Source: an optimization exercise on an open RTL-to-GDS flow (aim: small area, a short achievable clock period and few clock cycles). Production flows keep margins and buffers that such runs may drop.
Function was checked by simulation only, so behaviour that the tests miss may differ from the original.

File: design/flow/design.v
package rid_pkg;
  localparam int unsigned SPEED_DEPTH_DEF = 10;
  localparam int unsigned ACCEL_DEPTH_DEF = 100;
  localparam int unsigned IN_DATA_W  = 80;
  localparam int unsigned OUT_DATA_W = 56;
  localparam int unsigned CMD_W      = 2;
  localparam int unsigned REG_IDX_W  = 2;
  localparam int unsigned REG_DATA_W = 32;
  localparam logic signed [15:0] SPEED_LIMIT_RST = -16'sd256;
  localparam logic [15:0] RECIP_5 = 16'd52429;
  typedef enum logic [CMD_W-1:0] {
    CMD_SPEED = 2'd0,
    CMD_ACCEL = 2'd1,
    CMD_EVAL  = 2'd2,
    CMD_NONE  = 2'd3
  } cmd_e;
  typedef enum logic [REG_IDX_W-1:0] {
    REG_PEAK_X      = 2'd0,
    REG_Z_SPREAD    = 2'd1,
    REG_HOLD        = 2'd2,
    REG_SPEED_LIMIT = 2'd3
  } reg_e;
  typedef enum logic [2:0] {
    ST_IDLE,
    ST_STORE,
    ST_SCAN,
    ST_DRAIN,
    ST_DECIDE
  } state_e;
  typedef struct packed {
    logic        neg;
    logic [16:0] t;
  } scale_pre_t;
  typedef struct packed {
    logic en;
    logic first;
    logic acc_en;
    logic acc_ok;
    logic spd_en;
  } scan_ctl_t;
  function automatic logic [17:0] scale_pre(input logic signed [15:0] g);
    logic signed [21:0] n;
    logic [20:0]        mag;
    logic [20:0]        rnd;
    n     = (22'(g) <<< 5) + (22'(g) <<< 4) + 22'(g);
    mag   = n[21] ? 21'(-n) : n[20:0];
    rnd   = mag + 21'd40;
    scale_pre = {n[21], rnd[20:4]};
  endfunction
  function automatic logic signed [15:0] scale_post(input logic [17:0] p);
    logic [32:0] prod;
    logic [14:0] q;
    logic [15:0] m;
    prod = 33'(p[16:0]) * 33'(RECIP_5);
    q    = prod[32:18];
    m    = {1'b0, q};
    scale_post = p[17] ? 16'(-m) : m;
  endfunction
endpackage
module rid_ram #(
  parameter int unsigned WIDTH = 32,
  parameter int unsigned DEPTH = 100
) (
  input  logic                                   clk_i,
  input  logic                                   we_i,
  input  logic [((DEPTH > 1) ? $clog2(DEPTH) : 1)-1:0] waddr_i,
  input  logic [WIDTH-1:0]                       wdata_i,
  input  logic [((DEPTH > 1) ? $clog2(DEPTH) : 1)-1:0] raddr_i,
  output logic [WIDTH-1:0]                       rdata_o
);
  logic [WIDTH-1:0] mem_q [DEPTH];
  logic [WIDTH-1:0] rdata_q;
  always_ff @(posedge clk_i) begin
    if (we_i) begin
      mem_q[waddr_i] <= wdata_i;
    end
    rdata_q <= mem_q[raddr_i];
  end
  assign rdata_o = rdata_q;
endmodule
module rid_scan #(
  parameter int unsigned SUM_W = 20
) (
  input  logic                    clk_i,
  input  rid_pkg::scan_ctl_t      ctl_i,
  input  logic signed [15:0]      x_i,
  input  logic signed [15:0]      z_i,
  input  logic signed [15:0]      spd_i,
  output logic signed [SUM_W-1:0] sum_o,
  output logic signed [15:0]      xmax_o,
  output logic signed [15:0]      zmax_o,
  output logic signed [15:0]      zmin_o
);
  logic signed [SUM_W-1:0] sum_q, sum_d;
  logic signed [15:0]      xmax_q, xmax_d;
  logic signed [15:0]      zmax_q, zmax_d;
  logic signed [15:0]      zmin_q, zmin_d;
  logic signed [15:0]      x_v, z_v;
  logic signed [SUM_W-1:0] spd_v;
  assign x_v   = ctl_i.acc_ok ? x_i : 16'sd0;
  assign z_v   = ctl_i.acc_ok ? z_i : 16'sd0;
  assign spd_v = ctl_i.spd_en ? SUM_W'(spd_i) : '0;
  always_comb begin
    sum_d  = sum_q;
    xmax_d = xmax_q;
    zmax_d = zmax_q;
    zmin_d = zmin_q;
    if (ctl_i.first) begin
      sum_d  = spd_v;
      xmax_d = x_v;
      zmax_d = z_v;
      zmin_d = z_v;
    end else begin
      sum_d = sum_q + spd_v;
      if (ctl_i.acc_en) begin
        if (x_v > xmax_q) xmax_d = x_v;
        if (z_v > zmax_q) zmax_d = z_v;
        if (z_v < zmin_q) zmin_d = z_v;
      end
    end
  end
  always_ff @(posedge clk_i) begin
    if (ctl_i.en) begin
      sum_q  <= sum_d;
      xmax_q <= xmax_d;
      zmax_q <= zmax_d;
      zmin_q <= zmin_d;
    end
  end
  assign sum_o  = sum_q;
  assign xmax_o = xmax_q;
  assign zmax_o = zmax_q;
  assign zmin_o = zmin_q;
endmodule
module reverse_impact_detector_unit #(
  parameter int unsigned SPEED_DEPTH = rid_pkg::SPEED_DEPTH_DEF,
  parameter int unsigned ACCEL_DEPTH = rid_pkg::ACCEL_DEPTH_DEF
) (
  input  logic                            clk_i,
  input  logic                            rst_ni,
  input  logic                            s_axis_tvalid,
  output logic                            s_axis_tready,
  input  logic [rid_pkg::IN_DATA_W-1:0]   s_axis_tdata,
  input  logic [rid_pkg::CMD_W-1:0]       s_axis_tuser,
  output logic                            m_axis_tvalid,
  input  logic                            m_axis_tready,
  output logic [rid_pkg::OUT_DATA_W-1:0]  m_axis_tdata,
  input  logic                            cfg_we_i,
  input  logic [rid_pkg::REG_IDX_W-1:0]   cfg_idx_i,
  input  logic [rid_pkg::REG_DATA_W-1:0]  cfg_data_i
);
  localparam int unsigned SCAN_N = (SPEED_DEPTH > ACCEL_DEPTH) ? SPEED_DEPTH : ACCEL_DEPTH;
  localparam int unsigned CNT_W  = $clog2(SCAN_N + 1);
  localparam int unsigned AW     = (ACCEL_DEPTH > 1) ? $clog2(ACCEL_DEPTH) : 1;
  localparam int unsigned SW     = (SPEED_DEPTH > 1) ? $clog2(SPEED_DEPTH) : 1;
  localparam int unsigned FILL_W = $clog2(ACCEL_DEPTH + 1);
  localparam int unsigned SUM_W  = 16 + $clog2(SPEED_DEPTH);
  localparam int unsigned LIM_W  = 16 + $clog2(SPEED_DEPTH + 1);
  localparam logic signed [LIM_W-1:0] SD_S = LIM_W'(SPEED_DEPTH);
  logic signed [15:0] peak_thr_q;
  logic [15:0]        zspread_thr_q;
  logic [31:0]        hold_q;
  logic signed [15:0] limit_q;
  rid_pkg::state_e    state_q, state_d;
  logic signed [15:0] speed_win_q [SPEED_DEPTH];
  logic [SW-1:0]      spd_slot_q;
  logic [AW-1:0]      acc_slot_q;
  logic [FILL_W-1:0]  fill_q;
  logic               detected_q;
  logic [31:0]        onset_q;
  logic [31:0]        now_q;
  logic [CNT_W-1:0]   cnt_q;
  rid_pkg::scale_pre_t pre_x_q, pre_z_q;
  rid_pkg::scan_ctl_t ctl_q, ctl_d;
  logic signed [15:0] spd_q, spd_d;
  logic [rid_pkg::OUT_DATA_W-1:0] out_q, out_d;
  logic               m_valid_q;
  logic               s_acc;
  rid_pkg::cmd_e      cmd;
  logic               out_free;
  logic               ram_we;
  logic               issue;
  logic               load_out;
  logic [31:0]        ram_wdata, ram_rdata;
  logic signed [SUM_W-1:0] sum;
  logic signed [15:0] xmax, zmax, zmin;
  logic signed [16:0] zdiff;
  logic [15:0]        spread;
  logic signed [LIM_W-1:0] sum_cmp, lim_prod;
  logic signed [31:0] sum_ext;
  logic               cond;
  logic [31:0]        elapsed;
  logic               det_d;
  logic [31:0]        onset_d;
  assign s_acc    = s_axis_tvalid & s_axis_tready;
  assign cmd      = rid_pkg::cmd_e'(s_axis_tuser);
  assign out_free = !m_valid_q || m_axis_tready;
  always_comb begin
    state_d = state_q;
    case (state_q)
      rid_pkg::ST_IDLE: begin
        if (s_acc) begin
          case (cmd)
            rid_pkg::CMD_ACCEL: state_d = rid_pkg::ST_STORE;
            rid_pkg::CMD_EVAL:  state_d = rid_pkg::ST_SCAN;
            default:            state_d = rid_pkg::ST_IDLE;
          endcase
        end
      end
      rid_pkg::ST_STORE: state_d = rid_pkg::ST_IDLE;
      rid_pkg::ST_SCAN: begin
        if (cnt_q == CNT_W'(SCAN_N - 1)) state_d = rid_pkg::ST_DRAIN;
      end
      rid_pkg::ST_DRAIN: state_d = rid_pkg::ST_DECIDE;
      rid_pkg::ST_DECIDE: begin
        if (out_free) state_d = rid_pkg::ST_IDLE;
      end
      default: state_d = rid_pkg::ST_IDLE;
    endcase
  end
  always_comb begin
    s_axis_tready = 1'b0;
    ram_we        = 1'b0;
    issue         = 1'b0;
    load_out      = 1'b0;
    case (state_q)
      rid_pkg::ST_IDLE:   s_axis_tready = 1'b1;
      rid_pkg::ST_STORE:  ram_we        = 1'b1;
      rid_pkg::ST_SCAN:   issue         = 1'b1;
      rid_pkg::ST_DECIDE: load_out      = out_free;
      default: ;
    endcase
  end
  always_ff @(posedge clk_i or negedge rst_ni) begin
    if (!rst_ni) begin
      state_q <= rid_pkg::ST_IDLE;
    end else begin
      state_q <= state_d;
    end
  end
  always_ff @(posedge clk_i or negedge rst_ni) begin
    if (!rst_ni) begin
      peak_thr_q    <= '0;
      zspread_thr_q <= '0;
      hold_q        <= '0;
      limit_q       <= rid_pkg::SPEED_LIMIT_RST;
    end else if (cfg_we_i) begin
      case (cfg_idx_i)
        rid_pkg::REG_PEAK_X:      peak_thr_q    <= cfg_data_i[15:0];
        rid_pkg::REG_Z_SPREAD:    zspread_thr_q <= cfg_data_i[15:0];
        rid_pkg::REG_HOLD:        hold_q        <= cfg_data_i;
        rid_pkg::REG_SPEED_LIMIT: limit_q       <= cfg_data_i[15:0];
        default: ;
      endcase
    end
  end
  always_ff @(posedge clk_i or negedge rst_ni) begin
    if (!rst_ni) begin
      for (int i = 0; i < SPEED_DEPTH; i++) speed_win_q[i] <= '0;
      spd_slot_q <= '0;
    end else if (s_acc && cmd == rid_pkg::CMD_SPEED) begin
      speed_win_q[spd_slot_q] <= s_axis_tdata[15:0];
      spd_slot_q <= (spd_slot_q == SW'(SPEED_DEPTH - 1)) ? '0 : spd_slot_q + 1'b1;
    end
  end
  always_ff @(posedge clk_i) begin
    if (s_acc) begin
      pre_x_q <= rid_pkg::scale_pre(s_axis_tdata[31:16]);
      pre_z_q <= rid_pkg::scale_pre(s_axis_tdata[47:32]);
      now_q   <= s_axis_tdata[79:48];
    end
  end
  assign ram_wdata = {rid_pkg::scale_post(pre_z_q), rid_pkg::scale_post(pre_x_q)};
  always_ff @(posedge clk_i or negedge rst_ni) begin
    if (!rst_ni) begin
      acc_slot_q <= '0;
      fill_q     <= '0;
    end else if (ram_we) begin
      acc_slot_q <= (acc_slot_q == AW'(ACCEL_DEPTH - 1)) ? '0 : acc_slot_q + 1'b1;
      if (fill_q != FILL_W'(ACCEL_DEPTH)) fill_q <= fill_q + 1'b1;
    end
  end
  rid_ram #(
    .WIDTH (32),
    .DEPTH (ACCEL_DEPTH)
  ) u_accel_ram (
    .clk_i   (clk_i),
    .we_i    (ram_we),
    .waddr_i (acc_slot_q),
    .wdata_i (ram_wdata),
    .raddr_i (cnt_q[AW-1:0]),
    .rdata_o (ram_rdata)
  );
  always_comb begin
    ctl_d.en     = issue;
    ctl_d.first  = (cnt_q == '0);
    ctl_d.acc_en = (cnt_q < CNT_W'(ACCEL_DEPTH));
    ctl_d.acc_ok = (cnt_q < CNT_W'(fill_q));
    ctl_d.spd_en = (cnt_q < CNT_W'(SPEED_DEPTH));
    spd_d        = ctl_d.spd_en ? speed_win_q[cnt_q[SW-1:0]] : 16'sd0;
  end
  always_ff @(posedge clk_i or negedge rst_ni) begin
    if (!rst_ni) begin
      cnt_q <= '0;
      ctl_q <= '0;
    end else begin
      cnt_q <= issue ? cnt_q + 1'b1 : '0;
      ctl_q <= ctl_d;
    end
  end
  always_ff @(posedge clk_i) begin
    spd_q <= spd_d;
  end
  rid_scan #(
    .SUM_W (SUM_W)
  ) u_scan (
    .clk_i  (clk_i),
    .ctl_i  (ctl_q),
    .x_i    (ram_rdata[15:0]),
    .z_i    (ram_rdata[31:16]),
    .spd_i  (spd_q),
    .sum_o  (sum),
    .xmax_o (xmax),
    .zmax_o (zmax),
    .zmin_o (zmin)
  );
  assign zdiff    = 17'(zmax) - 17'(zmin);
  assign spread   = zdiff[15:0];
  assign sum_cmp  = LIM_W'(sum);
  assign lim_prod = LIM_W'(limit_q) * SD_S;
  assign sum_ext  = 32'(sum);
  assign elapsed  = now_q - onset_q;
  assign cond     = (sum < 0) && (sum_cmp > lim_prod) &&
                    (xmax > peak_thr_q) && (spread > zspread_thr_q);
  always_comb begin
    det_d   = detected_q;
    onset_d = onset_q;
    if (cond) begin
      if (!detected_q) begin
        det_d   = 1'b1;
        onset_d = now_q;
      end
    end else if (detected_q && elapsed > hold_q) begin
      det_d = 1'b0;
    end
    out_d = {3'b000, sum_ext[19:0], spread, xmax, det_d};
  end
  always_ff @(posedge clk_i or negedge rst_ni) begin
    if (!rst_ni) begin
      detected_q <= 1'b0;
      onset_q    <= '0;
      m_valid_q  <= 1'b0;
    end else begin
      if (load_out) begin
        detected_q <= det_d;
        onset_q    <= onset_d;
        m_valid_q  <= 1'b1;
      end else if (m_axis_tready) begin
        m_valid_q  <= 1'b0;
      end
    end
  end
  always_ff @(posedge clk_i) begin
    if (load_out) out_q <= out_d;
  end
  assign m_axis_tvalid = m_valid_q;
  assign m_axis_tdata  = out_q;
endmodule
File: design/flow/run.sh
#!/bin/bash
# synth_recipe.tcl (not shown) runs the flow's synth.tcl, then flattens the netlist and writes it again
# the make line also repeats each setting of config.mk as NAME=value (left out here)
make -C /OpenROAD-flow-scripts/flow DESIGN_CONFIG=/design/flow/config.mk WORK_HOME=/design/flow/orfs CLKGATE_MAP_FILE= SYNTH_SCRIPT=/design/flow/synth_recipe.tcl finish
File: design/flow/config.mk
export PLATFORM = sky130hd
export DESIGN_NAME = reverse_impact_detector_unit
export DESIGN_NICKNAME = reverse_impact_detector_unit
export VERILOG_FILES = /design/flow/design.v
export SDC_FILE = /design/flow/constraint.sdc
export NUM_CORES = 4
export LEC_CHECK = 0
export CAP_MARGIN = 20
export CORE_MARGIN = 2
export CORE_UTILIZATION = 40
export SLEW_MARGIN = 20
File: design/flow/constraint.sdc
create_clock -name core_clock -period 10.0 [get_ports {clk_i}]
set_input_delay 2.0000 -clock core_clock [delete_from_list [all_inputs] [get_ports {clk_i}]]
set_output_delay 2.0000 -clock core_clock [all_outputs]
set_load 0.01 [all_outputs]
==> flow_summary.json <==
{
  "outcome": "timing/DRC/antenna clean",
  "layout_commonest_cell": "edfxtp_1",
  "start_util_pct": 40.11,
  "fin_cells": 14739,
  "tns_ns": 0,
  "synth.top_cells.by_area": "edfxtp_1 (63%), mux4_2 (14%), dfrtp_1 (4.6%), ha_1 (4.2%), fa_1 (2.6%)",
  "yosysUniqueCellTypes": 97,
  "relSlewSlack_pct": 22.75,
  "synth_top_cell_area_share_pct": 62.53,
  "drt_iter0_markers": 9104,
  "worst_setup_path_start_kind": "flip-flop",
  "grt_usage_pct": 20.31,
  "synth_edf_count": 3389,
  "fin_skew_ns": 0.07294,
  "cts_sinks": 3744,
  "clock_latency_ns": 0.96,
  "synth_warnings": 4,
  "syn_to_final_growth_pct": 14.00,
  "pre_cts_slack_ns": 1.632,
  "grt_overflow_total": 0,
  "min_path_type": "flip-flop to flip-flop",
  "clock_path_buffers": 4,
  "nFillCells": 34062,
  "synth_area_sq_um": 162800,
  "period_share_pct": 83.54,
  "cts_max_level": 5,
  "clk_pin_slew_ns": 0.06,
  "dr.pass1.iters": 5,
  "syn_area_per_cell_sq_um": 19.00,
  "critPathArrivalTime_ns": 9.05,
  "cp-end-kind": "flip-flop",
  "rows": 234,
  "cts_made_buffers": 382,
  "nNetsFinal": 9868,
  "cp_data_required_time_ns": 10.69,
  "drv_cap": 0,
  "synthCells": 8567,
  "fmax_ghz": 0.1197,
  "place_area_sq_um": 173100,
  "final_cell_mix": "edfxtp_1 (3389), mux4_2 (1024), ha_1 (549)",
  "cts_setup_buffers": 0,
  "grt_max_degree": 129,
  "synth_seq_cells": 3744,
  "wl_um": 426000,
  "io_pins": 179,
  "synthArstFlopShare_pct": 8.200,
  "fin_ws_ns": 1.646,
  "synth_flop_cell": "edfxtp_1",
  "stdcell_area_sq_um": 185500,
  "finalMaxSlewViolations": 0,
  "grt_pass1_vias": 85525,
  "num_vias": 83723,
  "rsz0062_at_grt": "no",
  "ctsHoldBuffers": 0,
  "die_width_um": 641.9,
  "antenna_found_initial": 35,
  "drive_gt1_share_pct": 24.29,
  "synth_area_leader_cell": "edfxtp_1",
  "tritoncts": "built",
  "ant_nets": 0,
  "die_h_um": 641.9,
  "core-area_sq_um": 405800,
  "finalSetupViolCount": 0,
  "routabilityCongestion": 0.8325,
  "dieArea_sq_um": 412000,
  "via_per_inst": 5.680,
  "crit_fanout": 48,
  "path_class": "flip-flop to flip-flop",
  "port-buffer-count": 175,
  "worst_pin_slew_ns": 1.159,
  "remaining_drc_errors": 0,
  "cts_root_buffer": "clkbuf_16",
  "ys_seq_area_share_pct": 67.84,
  "hpwlAfterDp_um": 242200,
  "wl_per_cell_um": 28.90,
  "dp.cells": 14030,
  "cts_resized": 0,
  "hold_viol": 0,
  "grt_pass1_wl_um": 611100,
  "finalCriticalPeriod_ns": 8.354
}
## cell families after synthesis
group	share of synthesized area [%]
DFF	67.84
muxes	16.44
buffers and inverters	2.080
and+or+nand+nor	2.591
adders and majority gates	6.785
AOI/OAI and AO/OA	2.951
xor gates and xnor gates	1.308
other	0.002304
## layout make-up
| type | count | area [sq um] | share of cell area, % |
|---|---|---|---|
| flip-flops and latches | 3744 | 110400 | 59.53 |
| multi-input cells | 3933 | 50240 | 27.08 |
| clock buffers | 495 | 10310 | 5.559 |
| well taps | 5428 | 6792 | 3.660 |
| repair buffers | 396 | 3729 | 2.010 |
| inverters | 533 | 2001 | 1.078 |
| clock inverters | 195 | 1982 | 1.068 |
| diodes | 15 | 37.54 | 0.02023 |
## worst max-delay path, cell delays in order (launching register included)
cell,delay (ns)
edfxtp_1,0.53
ha_1,0.42
ha_1,0.31
inv_1,0.05
fa_1,0.50
inv_1,0.06
fa_1,0.53
inv_1,0.05
fa_1,0.48
inv_1,0.05
fa_1,0.43
ha_1,0.30
a21o_1,0.16
a21o_1,0.17
a21oi_1,0.18
o21ai_0,0.13
a31oi_1,0.57
inv_1,0.09
a21oi_1,0.20
xor2_1,0.30
ha_1,0.28
o211ai_1,0.16
or3_1,0.40
o31ai_1,0.53
xor2_4,0.67
buf_4,0.50
## metal layers
| metal | part of all wire, % | GRT usage [%] | vias to the layer above |
|---|---|---|---|
| li1 | - | - | 35001 |
| met1 | 42 | 28.13 | 45170 |
| met2 | 49 | 33.63 | 2997 |
| met3 | 7.1 | 3.371 | 535 |
| met4 | 2.3 | 4.895 | 20 |
| met5 | 0.030 | 0 | - |
## registers in the layout, summed over array words and instances, names as in the netlist, 5 cells and up
name,cells
speed_win_q,160
u_accel_ram.mem_q,3200
u_scan.sum_q,20
peak_thr_q,16
now_q,32
pre_z_q,18
limit_q,16
zspread_thr_q,16
spd_q,16
out_q,53
cnt_q,7
u_scan.zmin_q,16
acc_slot_q,7
pre_x_q,18
u_scan.xmax_q,16
u_accel_ram.rdata_q,32
u_scan.zmax_q,16
onset_q,32
fill_q,7
ctl_q,5
hold_q,32
## synthesized netlist by cell type, types with 9 or more instances
| library cell | n |
|---|---|
| a211oi_1 | 17 |
| a21boi_0 | 16 |
| a21o_1 | 90 |
| a21oi_1 | 134 |
| a221oi_1 | 20 |
| a222oi_1 | 16 |
| a22oi_1 | 30 |
| a31oi_1 | 37 |
| and2_1 | 61 |
| and3_1 | 17 |
| buf_1 | 98 |
| buf_2 | 15 |
| clkbuf_1 | 242 |
| dfrtp_1 | 299 |
| dfxtp_1 | 48 |
| edfxtp_1 | 3389 |
| fa_1 | 208 |
| ha_1 | 549 |
| inv_1 | 533 |
| mux2_2 | 293 |
| mux2i_1 | 39 |
| mux4_2 | 1024 |
| nand2_1 | 241 |
| nand2b_1 | 28 |
| nand3_1 | 62 |
| nand4_1 | 41 |
| nor2_1 | 220 |
| nor2b_1 | 47 |
| nor3_1 | 51 |
| nor3b_1 | 11 |
| nor4_1 | 10 |
| o211ai_1 | 13 |
| o21a_1 | 39 |
| o21ai_0 | 167 |
| o21bai_1 | 21 |
| o31ai_1 | 22 |
| or2_2 | 9 |
| or3_1 | 17 |
| xnor2_1 | 152 |
| xor2_1 | 91 |
## final timing paths
path	cells past startpoint	end	slack, ns	from
max	25	u_accel_ram.mem_q[30][30]$_DFFE_PP_	1.65	pre_z_q[10]$_DFFE_PP_
min	1	fill_q[6]$_DFFE_PN0P_	0.49	fill_q[6]$_DFFE_PN0P_
max reg2reg	25	u_accel_ram.mem_q[30][30]$_DFFE_PP_	1.65	pre_z_q[10]$_DFFE_PP_
min reg2reg	1	fill_q[6]$_DFFE_PN0P_	0.49	fill_q[6]$_DFFE_PN0P_
max in group asynchronous	2	speed_win_q[6][15]$_DFFE_PN0P_	7.47	rst_ni
min in group asynchronous	1	spd_slot_q[3]$_DFFE_PN0P_	1.06	rst_ni
## stage by stage
stage | hold WS (ns) | util (%)
floorplan | 0.4448 | -
finish | 0.4945 | 45.72
global route | 0.5142 | 45.71
detailed placement | 0.4893 | 42.66
CTS | 0.5009 | 45.69
global placement | 0.4598 | 42.64
Testbench counts, summed over its fixed seeds: cycles 95,684.

what the ideal ports hide:
The results above use ideal ports. As a check the final layout listed here was re-extracted and re-timed, cells and wires unchanged.
Step 1 sets driving cells, clkbuf_16 on the clock port and buf_2 on the other inputs (assumed; they add their load-dependent delay and slew).
Step 2, shift: input delay + t, output delay - t, t = (earliest + latest rising clock arrival at the registers) / 2. This alone moves slack from input paths to output paths.
a / b / c = ideal ports / drivers / drivers and shift; a / b = the first two.
shift t [ns]: 1.031
slack for setup (ns): 1.646 / 1.646 / 1.646
pins driven straight from the clock port: 1
After both steps setup and hold are still met in this run. For this run, drivers alone change the setup slack by 0.000 ns; drivers and shift together by 0.000 ns.
